Context: an optimization exercise on an open-source flow, tuned for small area and a short achievable clock period. The choices shown serve that exercise and are no tape-out recipe. At most, simulation tests tie the RTL to the original design; equivalence was not proved. Power is estimated from default activity; no workload was simulated.

==> flow/design.v (excerpt) <==
module goodness_tracker
#(
  parameter int CORE_NUM            = 4,
  parameter int POST_NEUR_PARALLEL  = 8,
  parameter int POST_NEUR_MEM_WIDTH = 13,
  parameter int GOODNESS_WIDTH      = 24
) (
  input  logic                                                    clk,
  input  logic                                                    rst,
  input  logic [CORE_NUM-1:0]                                     core_valid,
  input  logic [CORE_NUM-1:0]                                     core_last,
  input  logic [CORE_NUM-1:0]                                     core_clear,
  input  logic [CORE_NUM*POST_NEUR_PARALLEL*POST_NEUR_MEM_WIDTH-1:0] core_mem_bus,
  input  logic                                                    mode,
  input  logic [3:0]                                              avg_shift,
  input  logic [GOODNESS_WIDTH-1:0]                               theta,
  output logic [CORE_NUM*GOODNESS_WIDTH-1:0]                      sample_bus,
  output logic [CORE_NUM*GOODNESS_WIDTH-1:0]                      avg_bus,
  output logic [CORE_NUM-1:0]                                     done,
  output logic [CORE_NUM-1:0]                                     above_theta
);
clock: 15.0 ns
lec_check: 0
cap_margin: 20
core_margin: 2
core_utilization: 38
setup_slack_margin: 5
slew_margin: 20
synth_hierarchical: 1
synth_minimum_keep_size: 0
tns_end_percent: 10
standard.sh (not shown) runs the stock make flow with config.mk's settings and CLKGATE_MAP_FILE= SYNTH_SCRIPT=/design/flow/synth_recipe.tcl, a recipe that flattens the netlist after the stock synthesis.
==> flow/flow/run.sh <==
#!/bin/bash
set -euo pipefail
bash standard.sh SETUP_SLACK_MARGIN=8.5 \
  "BUFFER_PORTS_ARGS=-buffer_cell sky130_fd_sc_hd__buf_1" finish > standard_flow.log 2>&1
Next try:
--- a/flow/design.v
+++ b/flow/design.v
@@ -3304,27 +3304,22 @@
   assign kg50 = kg34 | (kp34 & kg43);
   assign kp50 = kp34 & kp43;
   logic kg51, kp51;
   assign kg51 = kg35 | (kp35 & kg43);
   assign kp51 = kp35 & kp43;
   assign y = p ^ {kg50, kg49, kg48, kg47, kg46, kg45, kg44, kg43, kg42, kg41, kg40, kg39, kg38, kg37, kg36, kg27, kg26, kg25, kg24, kg13, kg12, kg0, g[0], 1'b0};
   assign sat = (|s[27:24]) | (|c[27:24]) | kg51;
 endmodule
 module goodness_gt (
-  input  logic [23:0] s,
-  input  logic [23:0] c,
-  input  logic [23:0] theta,
+  input  logic [23:0] a,
+  input  logic [23:0] b,
   output logic gt
 );
-  logic [23:0] a, b;
-  for (genvar i = 0; i < 24; i++) begin : g_csa
-    goodness_fa u_fa (.a(s[i]), .b(c[i]), .c(~theta[i]), .s(a[i]), .co(b[i]));
-  end
   logic [23:0] b2, p, g;
   assign b2 = {b[22:0], 1'b0};
   assign p = a ^ b2;
   assign g = a & b2;
   logic tg0, tp0;
   assign tg0 = g[1] | (p[1] & g[0]);
   assign tp0 = p[1] & p[0];
   logic tg1, tp1;
   assign tg1 = g[3] | (p[3] & g[2]);
@@ -3611,21 +3606,23 @@
     logic [G-1:0]     acc_q;
     logic [G-1:0]     sample_q;
     logic [G-1:0]     avg_q;
     logic [NCUT-1:0]  cut_q;       
     logic [P*(M-1)-1:0] ny;
     logic [P*(M-1)-1:0] nl;
     logic [NCUT-1:0]  cut;
     logic [T_W-1:0]   tot_s;
     logic [T_W-1:0]   tot_c;
-    logic [G-1:0]     tot;
+    logic [T_W-1:0]   tot;
     logic [G-1:0]     acc_sat;
     logic             sat;
+    logic [G-1:0]     cmp_s;
+    logic [G-1:0]     cmp_c;
     logic             gt;
     logic             above_d;
     logic [3:0]       sh;
     logic [G-1:0]     avg_dn;
     logic [G-1:0]     smp_dn;
     logic [G-1:0]     ema_s;
     logic [G-1:0]     ema_c;
     logic [G-1:0]     avg_next;
     for (genvar n = 0; n < P; n++) begin : g_neur
@@ -3642,34 +3639,38 @@
     always_ff @(posedge clk) begin
       cut_q <= cut;
     end
     goodness_acc_tree u_acc (
       .cut   (cut_q),
       .acc   (acc_q),
       .sum_s (tot_s),
       .sum_c (tot_c)
     );
-    goodness_total u_total (
-      .s   (tot_s),
-      .c   (tot_c),
-      .y   (tot),
-      .sat (sat)
-    );
-    assign acc_sat = sat ? G_MAX : tot;
+    assign tot     = tot_s + tot_c;
+    assign sat     = |tot[T_W-1:G];
+    assign acc_sat = sat ? G_MAX : tot[G-1:0];
+    for (genvar i = 0; i < G; i++) begin : g_cmp
+      goodness_fa u_fa (
+        .a  (tot_s[i]),
+        .b  (tot_c[i]),
+        .c  (~theta[i]),
+        .s  (cmp_s[i]),
+        .co (cmp_c[i])
+      );
+    end
     goodness_gt u_gt (
-      .s     (tot_s[G-1:0]),
-      .c     (tot_c[G-1:0]),
-      .theta (theta),
-      .gt    (gt)
+      .a  (cmp_s),
+      .b  (cmp_c),
+      .gt (gt)
     );
     assign above_d = sat ? ~&theta : gt;
-    assign sh       = avg_shift;
-    assign avg_dn   = avg_q >> sh;
+    assign sh       = avg_shift & {4{seeded}};
+    assign avg_dn   = avg_q >> avg_shift;
     assign smp_dn   = sample_q >> sh;
     for (genvar i = 0; i < G; i++) begin : g_ema
       goodness_fa u_fa (
         .a  (avg_q[i]),
         .b  (smp_dn[i]),
         .c  (~avg_dn[i]),
         .s  (ema_s[i]),
         .co (ema_c[i])
       );
@@ -3700,19 +3701,19 @@
         acc_q    <= '0;
         sample_q <= '0;
         avg_q    <= '0;
       end else begin
         s1_valid <= core_valid[c];
         s1_last  <= core_valid[c] & core_last[c];
         done_q   <= s2_valid;
         s2_valid <= s1_last;
         if (s2_valid) begin
-          avg_q  <= seeded ? avg_next : sample_q;
+          avg_q  <= avg_next;
           seeded <= 1'b1;
         end
         if (s1_valid) begin
           if (s1_last) begin
             sample_q <= acc_sat;
             above_q  <= above_d;
             acc_q    <= '0;
           end else begin
             acc_q    <= acc_sat;
After rerunning:
- via count drops by 2.6%
- design area drops by about 2.2%
- first-iteration DRC count went down by 14%
- global-route usage went down by 2.3 points
- synthesized cell count climbs by about 1.9%
- die area decreases by 0.59%
- worst setup slack gains 0.042 ns
- sequential power came out higher by about 2%
- clock skew goes up by 0.030 ns
For the first run of this note, only the layout was checked, not whether the RTL still works.

what the ideal ports hide:
No port has a modelled driver above. Below, the same layouts with a new extraction and two added sets of constraints. Step 1, drivers: a clkbuf_16 drives clk and a buf_2 each remaining input, both assumed. Step 2 also shifts input and output timing later by t, the mid clock arrival at the registers, as if the neighbouring blocks saw the same clock. a / b / c = ideal ports / drivers / drivers and shift; a / b = the first two.
run	t (ns)	setup WS [ns]	slew at the worst register clock pin (ns)
the first run	0.810	8.326 / 8.239 / 7.428	0.07 / 0.07
the second run	0.798	8.369 / 8.402 / 7.604	0.08 / 0.08
After both steps every run listed still meets setup and hold. The setup slack of the first run, which loses most, moves by -0.087 ns with the drivers and by -0.898 ns with both steps.
